Context: an optimization exercise on an open-source flow, tuned for small area, a short achievable clock period and few clock cycles per item. The choices shown serve that exercise and are no tape-out recipe. In this exercise RTL edits were held to simulation tests only and were not proved equivalent to the original.

== amber ==
// hart
module hart #(
    parameter hart_pkg::word_t RESET_ADDR = 32'h0000_0000
) (
    input  wire                     i_clk,
    input  wire                     i_arst_n,
    output hart_pkg::word_t         o_imem_raddr,
    input  wire hart_pkg::word_t    i_imem_rdata,
    output logic                    o_retire_valid,
    output hart_pkg::word_t         o_retire_inst,
    output logic                    o_retire_trap,
    output logic                    o_retire_halt,
    output hart_pkg::reg_addr_t     o_retire_rs1_raddr,
    output hart_pkg::reg_addr_t     o_retire_rs2_raddr,
    output hart_pkg::word_t         o_retire_rs1_rdata,
    output hart_pkg::word_t         o_retire_rs2_rdata,
    output hart_pkg::reg_addr_t     o_retire_rd_waddr,
    output hart_pkg::word_t         o_retire_rd_wdata,
    output hart_pkg::word_t         o_retire_pc,
    output hart_pkg::word_t         o_retire_next_pc
);
    localparam logic [29:0] RST_W = RESET_ADDR[31:2];
    logic [29:0] pc_f;
    logic [29:0] pc_w;
    logic [29:0] npc_w;
    fetch_stage #(.START(RST_W)) pcf_i (
        .i_clk (i_clk), .i_arst_n (i_arst_n), .o_cnt (pc_f)
    );
    fetch_stage #(.START(RST_W - 30'd2)) npcw_i (
        .i_clk (i_clk), .i_arst_n (i_arst_n), .o_cnt (npc_w)
    );
    assign o_imem_raddr = {pc_f, 2'b00};
    logic d_vld;
    logic x_vld;
    logic w_vld;
    logic halted;
    logic stop;
    hart_pkg::word_t    inst_d;
    assign inst_d = i_imem_rdata;
    logic               d_is_op;
    logic               d_is_lui;
    logic               d_is_auipc;
    logic               d_is_ebreak;
    logic               d_trap;
    logic               d_reads_rs1;
    logic               d_reads_rs2;
    logic               d_writes;
    hart_pkg::alu_ctl_t d_ctl;
    hart_pkg::word_t    d_imm;
    decode_stage dec_i (
        .i_inst      (inst_d),
        .o_is_op     (d_is_op),
        .o_is_lui    (d_is_lui),
        .o_is_auipc  (d_is_auipc),
        .o_is_ebreak (d_is_ebreak),
        .o_trap      (d_trap),
  ...
Size in the first run: roughly 4800 cells after synthesis, about 280 I/O pins.
make LEC_CHECK=0 CAP_MARGIN=20 CORE_MARGIN=2 CORE_UTILIZATION=40 CTS_CLUSTER_DIAMETER=100 CTS_CLUSTER_SIZE=20 PLACE_DENSITY=0.45 SETUP_SLACK_MARGIN=1.6 SLEW_MARGIN=20 finish   # period 5.0 ns
run.sh (not shown) runs the stock make flow with config.mk's settings and CLKGATE_MAP_FILE= SYNTH_SCRIPT=/design/flow/synth_recipe.tcl, a recipe that flattens the netlist after the stock synthesis.
In summary, amber completed successfully, with a layout that passed the timing, design-rule and antenna checks.
Testbench counts of amber, summed over its fixed seeds: cycles 12,864, items 12,800.
Inputs modified between amber and willow:
-- flow/design.v --
<<< amber, line 157
    output hart_pkg::word_t         o_xor,    
    output hart_pkg::word_t         o_shr,    
    output logic                    o_lt,     
    output logic                    o_ltu     
>>> willow, line 157
    output hart_pkg::word_t         o_xor,    
    output hart_pkg::word_t         o_shr,    
    output hart_pkg::word_t         o_shl,    
    output logic                    o_lt,     
    output logic                    o_ltu     
<<< amber, line 189
    hart_pkg::word_t c_add;
    hart_pkg::word_t c_sub;
    hart_pkg::word_t sh_in;
    logic            fill;
    logic [5:0][31:0] sh;
    logic [4:0]      shamt;
    assign p_add  = i_a ^ i_b;
>>> willow, line 190
    hart_pkg::word_t c_add;
    hart_pkg::word_t c_sub;
    logic            fill;
    logic [5:0][31:0] sh;
    logic [5:0][31:0] sl;
    logic [4:0]      shamt;
    assign p_add  = i_a ^ i_b;
<<< amber, line 205
    assign o_lt   = (i_a[31] ^ i_b[31]) ? i_a[31] : o_ltu;
    assign shamt = i_b[4:0];
    assign fill  = i_ctl.sra && i_ctl.sr && i_a[31];
    always_comb begin
        for (int i = 0; i < 32; i++) sh_in[i] = i_ctl.sl ? i_a[31 - i] : i_a[i];
    end
    assign sh[0] = sh_in;
    for (genvar l = 0; l < 5; l++) begin : g_lvl
        for (genvar i = 0; i < 32; i++) begin : g_sbit
>>> willow, line 206
    assign o_lt   = (i_a[31] ^ i_b[31]) ? i_a[31] : o_ltu;
    assign shamt = i_b[4:0];
    assign fill  = i_ctl.sra && i_a[31];
    assign sh[0] = i_a;
    assign sl[0] = i_a;
    for (genvar l = 0; l < 5; l++) begin : g_lvl
        for (genvar i = 0; i < 32; i++) begin : g_sbit
<<< amber, line 217
                assign sh[l + 1][i] = shamt[l] ? fill : sh[l][i];
            end
        end
    end
    assign o_shr = sh[5];
endmodule
`default_nettype wire
>>> willow, line 216
                assign sh[l + 1][i] = shamt[l] ? fill : sh[l][i];
            end
            if (i >= (1 << l)) begin : g_lin
                assign sl[l + 1][i] = shamt[l] ? sl[l][i - (1 << l)] : sl[l][i];
            end else begin : g_lfill
                assign sl[l + 1][i] = shamt[l] ? 1'b0 : sl[l][i];
            end
        end
    end
    assign o_shr = sh[5];
    assign o_shl = sl[5];
endmodule
`default_nettype wire
<<< amber, line 350
    hart_pkg::word_t u_xor;
    hart_pkg::word_t u_shr;
    logic            u_lt;
    logic            u_ltu;
>>> willow, line 355
    hart_pkg::word_t u_xor;
    hart_pkg::word_t u_shr;
    hart_pkg::word_t u_shl;
    logic            u_lt;
    logic            u_ltu;
<<< amber, line 361
        .o_xor  (u_xor),
        .o_shr  (u_shr),
        .o_lt   (u_lt),
        .o_ltu  (u_ltu)
>>> willow, line 367
        .o_xor  (u_xor),
        .o_shr  (u_shr),
        .o_shl  (u_shl),
        .o_lt   (u_lt),
        .o_ltu  (u_ltu)
<<< amber, line 369
            r[i] = (t && x_ctl.add && u_sum[i]) || (t && x_ctl.sub && u_diff[i])
                || (t && x_ctl.lg_and && u_and[i]) || (t && x_ctl.lg_xor && u_xor[i])
                || (t && x_ctl.sr && u_shr[i]) || (t && x_ctl.sl && u_shr[31 - i]);
        end
        r[0] = r[0] || (t && x_ctl.slt && u_lt) || (t && x_ctl.sltu && u_ltu);
>>> willow, line 376
            r[i] = (t && x_ctl.add && u_sum[i]) || (t && x_ctl.sub && u_diff[i])
                || (t && x_ctl.lg_and && u_and[i]) || (t && x_ctl.lg_xor && u_xor[i])
                || (t && x_ctl.sr && u_shr[i]) || (t && x_ctl.sl && u_shl[i]);
        end
        r[0] = r[0] || (t && x_ctl.slt && u_lt) || (t && x_ctl.sltu && u_ltu);
Notes after the runs:
- Cell area | willow vs amber | willow larger
- willow ended with less sequential share of layout area than amber.
- Final net count (willow vs. amber) increases slightly
- The run showing the smaller synthesized cell count is amber.
- Density: willow sparser than amber
Testbench counts of willow, summed over its fixed seeds: cycles 12,864, items 12,800.

-- re-timing with driven ports --
How much do the figures lean on ideal ports? The routed layouts below were timed once more, with nothing changed but the port constraints.
Step 1: set_driving_cell puts a clkbuf_16 on i_clk and a buf_2 on each other input, an assumption about the parent block.
Step 2 moves the port delays by t, midway between the first and last clock arrival at a register: inputs arrive t later, outputs are due t later. That takes back most of the time a late clock gives input paths.
Three values: ideal ports, drivers, drivers and shift; two values: the first two.
run	t (ns)	slack for setup (ns)	hold WS [ns]	worst slew at a driven data input, ns
amber	0.816	1.524 / 1.584 / 0.770	0.280 / 0.222 / 0.329	0.08
willow	0.808	1.534 / 1.548 / 0.769	0.288 / 0.243 / 0.331	0.06
After both steps every run listed still meets setup and hold. For willow, which loses most, drivers alone change the setup slack by +0.014 ns; drivers and shift together by -0.765 ns.
